Source: an optimization exercise on an open RTL-to-GDS flow (aim: small area, a short achievable clock period and few clock cycles). Production flows keep margins and buffers that such runs may drop. Where RTL was checked, it was by simulation tests only, not by an equivalence proof against the original. No activity file was given, so power comes from the tool's default toggle rates.

== north ==
Design lidar_scan_packet_deframer, start of the top module:
module lidar_scan_packet_deframer
(
  input  logic        clk,
  input  logic        rst,
  input  logic        s_tvalid,
  output logic        s_tready,
  input  logic [7:0]  s_tdata,
  output logic        m_tvalid,
  input  logic        m_tready,
  output logic [63:0] m_tdata,
  output logic [2:0]  m_tuser,
  output logic        m_tlast,
  input  logic        psel,
  input  logic        penable,
  input  logic        pwrite,
  input  logic [2:0]  paddr,
  input  logic [31:0] pwdata,
  output logic [31:0] prdata,
  output logic        pready
);
  localparam int DEPTH = 40;
  logic [CNT_W-1:0] sample_limit;
  lspd_regs u_regs (
    .clk          (clk),
    .rst          (rst),
    .psel         (psel),
    .penable      (penable),
    .pwrite       (pwrite),
    .paddr        (paddr),
    .pwdata       (pwdata),
    .prdata       (prdata),
    .pready       (pready),
    .sample_limit (sample_limit),
    .count_max    (cmax)
  );
  function automatic logic [1:0] enc4(input logic [3:0] h);
    enc4 = {h[2] | h[3], h[1] | h[3]};
  endfunction
  function automatic logic [3:0] enc10(input logic [9:0] h);
    enc10 = {h[8] | h[9], h[4] | h[5] | h[6] | h[7], h[2] | h[3] | h[6] | h[7],
             h[1] | h[3] | h[5] | h[7] | h[9]};
  endfunction
  function automatic logic [5:0] inc40(input logic [5:0] p);
    inc40 = (p == 6'd39) ? 6'd0 : p + 6'd1;
  endfunction
  localparam int S_HDR0 = 0, S_HDR1 = 1, S_TYPE = 2, S_COUNT = 3, S_SA_LO = 4,
                 S_SA_HI = 5, S_EA_LO = 6, S_EA_HI = 7, S_CK_LO = 8, S_CK_HI = 9,
                 S_SMP_LO = 10, S_SMP_HI = 11, S_CKERR = 12;
  localparam logic [12:0] ST_HUNT = 13'd1;
  logic       rdy;
  logic       h_v;
  logic [7:0] h_b;
  logic       h_aa, h_55, h_le1, h_eq1, h_cok, h_hiok;
  logic       accept;
  ...
clock: 4.5 ns
lec_check: 0
abc_clock_period_in_ps: 2000
cap_margin: 20
core_margin: 2
core_utilization: 27
cts_cluster_diameter: 100
cts_cluster_size: 30
setup_slack_margin: 2.4
slew_margin: 20
run.sh (not shown) runs the stock make flow with config.mk's settings and CLKGATE_MAP_FILE= SYNTH_SCRIPT=/design/flow/synth_recipe.tcl, a recipe that flattens the netlist after the stock synthesis.
Testbench counts of north, summed over its fixed seeds: cycles 18,635.
Inputs modified between north and south:
Settings: CORE_UTILIZATION changed from 27 to 30.
Results
Between north and south, wire length decreased.
Final area for south is lower than for north.
south vs north, portion of the layout cell area used by non-clock buffers went down by 0.69 points.
Highest fanout seen on the critical path: south < north
NOTE: die outline area in south falls short of that of north
Comparing north and south, the higher combinational share of power is on north.
Compared with north, south shows a share of cell area taken by flip-flops and latches that is 0.82 points higher.
Delta(shortest clock period the worst path allows after layout, south - north) > 0
Pin count of the biggest net entering global routing came out higher on south than on north.
south ends up with higher hold slack than north does.
[inputs] east vs south
Settings: a change of SETUP_SLACK_MARGIN from 2.4 to 2.35; a change of CORE_UTILIZATION from 30 to 27; a change of CTS_CLUSTER_DIAMETER from 100 to 60.
Notes after the runs:
east vs. south: placed wire-length estimate after detailed placement now sits lower, global-route wire length before repair now sits higher, clock transition time at the flip-flop clock pins of the worst setup and hold paths now sits lower, die area now sits higher.
Total power, east and south: higher on east
Diff south -> east: die outline height went up 5.3%; post-synthesis adder-cell area fraction has remained practically unchanged.
Core outline area: higher on east
Comparing south with east, the count of nets left with antenna violations after detail routing came out essentially unchanged.
> inputs changed (east -> west)
Settings: swapping 27 for 30 in CORE_UTILIZATION; swapping 60 for 100 in CTS_CLUSTER_DIAMETER.
==> notes.md <==
- For sequential power, east and west come out practically identical.
- The measured slew at the worst slew-check pin of west falls short of that of east by 68 ps.
- Of west and east, the run reporting the higher core utilization was west.
- In terms of combinational power, west and east differ only marginally.
- On final worst-path setup slack, east tracks west almost exactly.
- Die area in west is about 10% below east.
- west -> east: post-synthesis cell area delta 0, exact match
- Against east, cell area in west came out better.

* * *

job 101:
lidar_scan_packet_deframer, a different RTL version from the one above (not shown whole).
For scale: ~2,400 cells after synthesis, ~880 flip-flops, roughly 35,000 µm² of cells after synthesis.
Settings: LEC_CHECK=0, ABC_CLOCK_PERIOD_IN_PS=2000, CAP_MARGIN=20, CORE_MARGIN=2, CORE_UTILIZATION=30, CTS_CLUSTER_DIAMETER=100, CTS_CLUSTER_SIZE=30, PLACE_DENSITY=0.4, SETUP_SLACK_MARGIN=2.3, SLEW_MARGIN=20; clock period 4.5 ns.
Job 101: all stages complete, timing, DRC and antenna checks passed
Inputs modified between job 101 and job 102:
Settings: a deleted PLACE_DENSITY that had been 0.4.
Findings:
- Job 102 ended up with a lower count of non-CTS inverters in the layout than job 101 did.
- The area taken by multi-input logic gates of job 102 is lower than that of job 101.
- Clock network fraction of design power: job 102 vs job 101 down 1.8 points
- Min share of final-layout standard cells stronger than drive strength 1 across job 101 and job 102: job 102
- Delta(final critical-path share of the clock period, job 102 - job 101) < 0
- Cell count: job 102 lower than job 101
### job 102 -> job 103
Settings: a change of SETUP_SLACK_MARGIN from 2.3 to 2.2; a change of ABC_CLOCK_PERIOD_IN_PS from 2000 to 2100.
==> notes.md <==
Via count across job 102 and job 103: no real change. The clock network power of job 103 and that of job 102 are within noise of each other. Met2 wirelength from detailed routing: higher on job 103. Job 103 vs. job 102: worst setup slack shrank by 73 ps, overall global routing resource usage barely changed, multi-input combinational gate total now sits at about the same level. Between job 102 and job 103, final area decreased. Job 103: combinational power is about 8% lower than what job 102 reported. Comparing job 102 and job 103, the higher data arrival time of the worst path was measured on job 103.
[inputs] job 104 vs job 103
Settings: swapping 2100 for 1900 in ABC_CLOCK_PERIOD_IN_PS; swapping 2.2 for 2.45 in SETUP_SLACK_MARGIN.
Notes after the runs:
- Compared to job 103, job 104 leaves less free space in the core.
- Job 104 falls short of job 103 in post-route cell area.
- Job 104 reports a higher portion of total power attributed to combinational logic than job 103 does.
- Diff job 104..job 103 | number of enable-type register cells in the synthesized netlist | unchanged
- Between job 103 and job 104, the cell count went up.
- Changes observed in job 104 relative to job 103: power went up, non-clock buffer count went up.
For job 105, these inputs were changed with respect to job 104:
Settings: CTS_CLUSTER_SIZE now 25, was 30; ABC_CLOCK_PERIOD_IN_PS now 2000, was 1900; SETUP_SLACK_MARGIN now 2.3, was 2.45.
==> notes.md <==
The setup slack of job 105 is smaller than that of job 104.
The maximum clock frequency of job 105 is lower than that of job 104.
Going from job 104 to job 105, post-detailed-route via-to-cell ratio decreased 2.3%; wire length after detailed routing decreased about 9%; combinational share of power decreased 2.0 points; proportion of synthesized chip area in sequential cells essentially unchanged.
No functional check of the RTL was part of any run of this note.

* * *

## quartz
lidar_scan_packet_deframer again, from the RTL that the note above started with.
make LEC_CHECK=0 ABC_CLOCK_PERIOD_IN_PS=2000 CAP_MARGIN=20 CORE_MARGIN=2 CORE_UTILIZATION=30 CTS_CLUSTER_DIAMETER=100 CTS_CLUSTER_SIZE=30 PLACE_DENSITY=0.5 SETUP_SLACK_MARGIN=2.3 SLEW_MARGIN=20 finish   # period 4.5 ns
quartz: done, clean on timing, DRC and antenna
Edits applied to the flow inputs when going from quartz to juniper:
- PLACE_DENSITY no longer set, was 0.5
- CTS_CLUSTER_SIZE now 28, was 30
juniper was carried through to the last stage, and its layout satisfied the timing, design-rule and antenna checks. Going from quartz to juniper, power of the clock network shrank slightly. In juniper the global-route track usage on met1 turned out 0.68 points lower than in quartz. Row combinational share of power: juniper lower / quartz higher.
Function was not checked in any run of this note: the RTL went through the layout flow alone.

* * *

== job 7752 ==
lidar_scan_packet_deframer, a different RTL version from the one above (not shown whole).
Size: about 2300 cells after synthesis, ~880 flip-flops.
clock: 4.5 ns
lec_check: 0
abc_clock_period_in_ps: 2000
cap_margin: 20
core_margin: 2
core_utilization: 30
cts_cluster_diameter: 100
cts_cluster_size: 30
gpl_routability_driven: 0
setup_slack_margin: 2.3
slew_margin: 20
The flow did not stop early for job 7752: all stages ran, and the layout cleared the timing, design-rule and antenna checks.
Testbench counts of job 7752, summed over its fixed seeds: cycles 18,635.
Relative to job 7752, the following input files were edited for job 3925:
==> flow/config.mk <==
export PLATFORM = sky130hd
export DESIGN_NAME = lidar_scan_packet_deframer
export DESIGN_NICKNAME = lidar_scan_packet_deframer
export VERILOG_FILES = /design/flow/design.v
export SDC_FILE = /design/flow/constraint.sdc
export NUM_CORES = 4
export LEC_CHECK = 0
export ABC_CLOCK_PERIOD_IN_PS = 1800
export CAP_MARGIN = 20
export CORE_MARGIN = 2
export CORE_UTILIZATION = 30
export CTS_CLUSTER_DIAMETER = 100
export CTS_CLUSTER_SIZE = 30
export SETUP_SLACK_MARGIN = 2.3
export SLEW_MARGIN = 20
==> comparison <==
On worst-path maximum fanout, job 3925 and job 7752 are neck and neck.
As far as non-filler instance count after layout goes, job 7752 and job 3925 are indistinguishable; the numbers are identical.
On share of power burned in registers, job 3925 and job 7752 are basically level.
Job 7752 and job 3925 ended up with roughly the same H-tree depth.
Global-route wire length before repair essentially unchanged between job 7752 and job 3925.
Highest cell delay on the worst timing path across job 3925 and job 7752: no real change.
Setup changes, job 3925 to job 9451
==> flow/config.mk <==
export PLATFORM = sky130hd
export DESIGN_NAME = lidar_scan_packet_deframer
export DESIGN_NICKNAME = lidar_scan_packet_deframer
export VERILOG_FILES = /design/flow/design.v
export SDC_FILE = /design/flow/constraint.sdc
export NUM_CORES = 4
export LEC_CHECK = 0
export ABC_CLOCK_PERIOD_IN_PS = 2000
export CAP_MARGIN = 20
export CORE_MARGIN = 2
export CORE_UTILIZATION = 30
export CTS_CLUSTER_DIAMETER = 100
export CTS_CLUSTER_SIZE = 30
export PLACE_DENSITY = 0.5
export SETUP_SLACK_MARGIN = 2.3
export SLEW_MARGIN = 20
Results
- Comparing job 3925 and job 9451, the lower overall routed net length was measured on job 3925.
- Between job 3925 and job 9451, the difference in final hold slack is negligible.
- Between job 9451 and job 3925, it is job 9451 whose global-route wire length before repair is higher, by about 3.6%.
- Measured against each other, job 3925 and job 9451 differ in maximum ir drop on the vdd rail, the lower figure coming from job 3925.
- Job 3925 has a lower total number of cells along the worst setup path than job 9451.
- Part of the power in the clock network is higher on job 9451
- Job 9451: share of the cycle needed by the critical path after routing higher than job 3925
- In the tables for job 3925 and job 9451, final cell area excluding filler cells reads lower with job 3925.
- Compared with job 3925, job 9451 instantiates a larger number of cells.
- In the tables for job 3925 and job 9451, sequential cell area share reads higher with job 3925.

[what the ideal ports hide]
How much do the figures lean on ideal ports? The routed layouts below were timed once more, with nothing changed but the port constraints.
Step 1 sets driving cells, clkbuf_16 on the clock port and buf_2 on the other inputs (assumed; they add their load-dependent delay and slew).
Step 2 moves the port delays by t, midway between the first and last clock arrival at a register: inputs arrive t later, outputs are due t later. That takes back most of the time a late clock gives input paths.
Three values: ideal ports, drivers, drivers and shift; two values: the first two.
| run | t (ns) | slack for setup (ns) | worst data-port slew with drivers (ns) | pins driven straight from the clock port |
|---|---|---|---|---|
| north | 0.666 | 2.349 / 2.267 / 1.748 | 0.12 | 1 |
| south | 0.668 | 2.339 / 2.260 / 1.777 | 0.12 | 1 |
| east | 0.734 | 2.333 / 2.263 / 1.813 | 0.11 | 1 |
| west | 0.676 | 2.331 / 2.255 / 1.713 | 0.12 | 1 |
| job 101 | 0.704 | 2.256 / 2.256 / 1.682 | 0.05 | 1 |
| job 102 | 0.669 | 2.284 / 2.258 / 1.756 | 0.06 | 1 |
| job 103 | 0.673 | 2.211 / 2.168 / 1.659 | 0.06 | 1 |
| job 104 | 0.688 | 2.275 / 2.253 / 1.874 | 0.11 | 1 |
| job 105 | 0.680 | 2.235 / 2.235 / 1.583 | 0.05 | 1 |
| quartz | 0.678 | 2.300 / 2.265 / 1.720 | 0.05 | 1 |
| juniper | 0.680 | 2.189 / 2.189 / 1.725 | 0.06 | 1 |
| job 7752 | 0.677 | 2.300 / 2.240 / 1.679 | 0.06 | 1 |
| job 3925 | 0.677 | 2.300 / 2.240 / 1.679 | 0.06 | 1 |
| job 9451 | 0.688 | 2.284 / 2.218 / 1.717 | 0.05 | 1 |
After both steps every run listed still meets setup and hold. The setup slack of job 105, which loses most, moves by 0.000 ns with the drivers and by -0.652 ns with both steps.
